Background: an optimization exercise with open tools, aiming at small area. Do not read the settings as production practice.
Only simulation tests tie the RTL to the original design; equivalence was not proved.
No activity file was given, so power comes from the tool's default toggle rates.

==> module key_debounce, before the edit <==
module key_debounce (
  input  logic clk,
  input  logic rst_n,
  input  logic started,
  input  logic button,
  output logic press
);
  localparam logic [16:0] lfsr_last = 17'h0546b;
  logic [16:0] timer;
  logic        level;
  logic        level_q;
  logic        diff;
  logic        last;
  logic        run;
  assign diff = button ^ level;
  assign last = started && (timer == lfsr_last);
  assign run  = diff && !last;
  always_ff @(posedge clk) begin
    if (run && started) timer <= {timer[15:0], ~(timer[16] ^ timer[13])};
    else if (run)       timer <= 17'd1;
    else                timer <= 17'd0;
  end
  always_ff @(posedge clk or negedge rst_n) begin
    if (!rst_n) begin
      level   <= 1'b0;
      level_q <= 1'b0;
      press   <= 1'b0;
    end else begin
      if (diff && last) level <= button;
      level_q <= level;
      press   <= level & ~level_q;
    end
  end
endmodule
==> module result_store, before the edit <==
module result_store (
  input  logic        clk,
  input  logic        rst_n,
  input  logic        write,
  input  logic [15:0] data,
  input  logic        page_up,
  input  logic        page_down,
  output logic [15:0] read
);
  logic [15:0] mem [4];
  logic [1:0]  wr_ptr;
  logic        wrapped;
  logic [1:0]  page;
  always_ff @(posedge clk) begin
    if (write) mem[wr_ptr] <= data;
  end
  always_ff @(posedge clk or negedge rst_n) begin
    if (!rst_n) begin
      wr_ptr  <= 2'd0;
      wrapped <= 1'b0;
    end else if (write) begin
      wr_ptr <= wr_ptr + 2'd1;
      if (wr_ptr == 2'd3) wrapped <= 1'b1;
    end
  end
  always_ff @(posedge clk or negedge rst_n) begin
    if (!rst_n) begin
      page <= 2'd0;
    end else if (page_up && !page_down) begin
      page <= page - 2'd1;
    end else if (page_down && !page_up) begin
      page <= page + 2'd1;
    end
  end
  assign read = (wrapped || page < wr_ptr) ? mem[page] : 16'd0;
endmodule
==> flow/config.mk <==
export PLATFORM = sky130hd
export DESIGN_NAME = calc_chip
export DESIGN_NICKNAME = calc_chip
export VERILOG_FILES = /design/flow/design.v
export SDC_FILE = /design/flow/constraint.sdc
export NUM_CORES = 4
export LEC_CHECK = 0
export CAP_MARGIN = 20
export CORE_MARGIN = 2
export CORE_UTILIZATION = 40
export SLEW_MARGIN = 20
==> flow/constraint.sdc <==
create_clock -name core_clock -period 45.0 [get_ports {clk}]
set_input_delay 9.0000 -clock core_clock [delete_from_list [all_inputs] [get_ports {clk}]]
set_output_delay 9.0000 -clock core_clock [all_outputs]
set_load 0.01 [all_outputs]
standard.sh (not shown) runs the stock make flow with config.mk's settings and CLKGATE_MAP_FILE= SYNTH_SCRIPT=/design/flow/synth_recipe.tcl, a recipe that flattens the netlist after the stock synthesis.
==> flow/flow/run.sh <==
#!/bin/bash
# Own layout flow: the standard ORFS flow, with a synthesis script that
# differs from the standard one only in technology mapping (full adders only
# from extract_fa, and an area-oriented ABC script). Registers, flattening and
# renaming are as in the standard synthesis.
set -euo pipefail
HERE=$(pwd)
OWN=$HERE/flow
mkdir -p $HERE/own

# the standard synthesis script of this ORFS, with the two mapping changes
sed -e 's|^  extract_fa {\*}\[dont_use_extract_fa_args\]$|  extract_fa -fa|' \
    -e 's|^  log_cmd abc {\*}\$abc_args$|  log_cmd abc -script $::env(OWN_ABC_SCRIPT) {*}[lrange $abc_args 2 end]|' \
    $FLOW_HOME/scripts/synth.tcl > $HERE/own/synth_mod.tcl
grep -q '^  extract_fa -fa$' $HERE/own/synth_mod.tcl
grep -q 'OWN_ABC_SCRIPT' $HERE/own/synth_mod.tcl
sed -e "s|source \$::env(SCRIPTS_DIR)/synth.tcl|source $HERE/own/synth_mod.tcl|" synth_recipe.tcl > $HERE/own/synth_own.tcl
grep -q synth_mod.tcl $HERE/own/synth_own.tcl
export OWN_ABC_SCRIPT=$OWN/abc_own.script

# The standard flow's make command line, with our synthesis script
CMD=$(grep '^make ' standard.sh)
CMD=${CMD//SYNTH_SCRIPT=$HERE\/synth_recipe.tcl/SYNTH_SCRIPT=$HERE/own/synth_own.tcl}
CMD=${CMD//\"\$\{@:-finish\}\"/}
echo "$CMD $(cat $OWN/make_args.txt 2>/dev/null) finish" > $HERE/own_make_cmd.log
eval "$CMD $(cat $OWN/make_args.txt 2>/dev/null) finish" > $HERE/own_make.log 2>&1

B=$HERE/orfs/results/$FLOW_PLATFORM/calc_chip/base
: # left out here: write the final layout as DEF
==> flow/flow/abc_own.script <==
strash
&get -n
&st
&dch
&nf -R 1000
&put
topo
==> flow/flow/make_args.txt <==
BUFFER_PORTS_ARGS="-buffer_cell sky130_fd_sc_hd__buf_1" CTS_ARGS="-sink_clustering_enable -repair_clock_nets -buf_list sky130_fd_sc_hd__clkbuf_8 -sink_clustering_size 20 -dont_use_dummy_load"
Change:
--- a/flow/design.v
+++ b/flow/design.v
@@ -51,5 +51,8 @@
 );
   localparam logic [16:0] lfsr_last = 17'h0546b;
+  localparam logic [16:0] inv       = 17'b0_1010_1010_1010_1010;
+  logic [16:0] timer_q;
   logic [16:0] timer;
+  logic [16:0] timer_next;
   logic        level;
   logic        level_q;
@@ -57,12 +60,13 @@
   logic        last;
   logic        run;
-  assign diff = button ^ level;
-  assign last = started && (timer == lfsr_last);
-  assign run  = diff && !last;
-  always_ff @(posedge clk) begin
-    if (run && started) timer <= {timer[15:0], ~(timer[16] ^ timer[13])};
-    else if (run)       timer <= 17'd1;
-    else                timer <= 17'd0;
+  assign timer = timer_q ^ inv;
+  assign diff  = button ^ level;
+  assign last  = started && (timer == lfsr_last);
+  assign run   = diff && !last;
+  always_comb begin
+    timer_next[0] = run && (!started || !(timer[16] ^ timer[13]));
+    for (int i = 1; i < 17; i++) timer_next[i] = run && started && timer[i-1];
   end
+  always_ff @(posedge clk) timer_q <= timer_next ^ inv;
   always_ff @(posedge clk or negedge rst_n) begin
     if (!rst_n) begin
@@ -271,5 +275,10 @@
     end
   end
-  assign read = (wrapped || page < wr_ptr) ? mem[page] : 16'd0;
+  logic [3:0] show;
+  always_comb begin
+    for (int k = 0; k < 4; k++) show[k] = (page == 2'(k)) && (wrapped || 2'(k) < wr_ptr);
+  end
+  assign read = ({16{show[0]}} & mem[0]) | ({16{show[1]}} & mem[1]) |
+                ({16{show[2]}} & mem[2]) | ({16{show[3]}} & mem[3]);
 endmodule
 `timescale 1ns/1ps
Outcome:
- wire length climbs slightly
- maximum frequency went up slightly
- count of clock-buffer cells in the layout does not change
- cell area fell by a few percent
- combinational power increases by about a fifth
- setup slack gains 0.059 ns

==> static timing again, ports no longer ideal <==
Ports are ideal in the flow. The routed layouts listed here were re-timed in OpenROAD. Step 1: set_driving_cell puts a clkbuf_16 on clk and a buf_2 on each other input, an assumption about the parent block. Step 2 also shifts input and output timing later by t, the mid clock arrival at the registers, as if the neighbouring blocks saw the same clock. Three values: ideal, step 1, step 2; two values: the first two.
| run | t, ns | slack for setup (ns) | hold slack, ns | cell pins on the clock port's net |
|---|---|---|---|---|
| the first run | 0.463 | 30.040 / 30.040 / 30.040 | 0.393 / 0.393 / 0.393 | 1 |
| the second run | 0.468 | 30.099 / 30.099 / 30.099 | 0.371 / 0.371 / 0.371 | 1 |
After both steps every run listed still meets setup and hold.
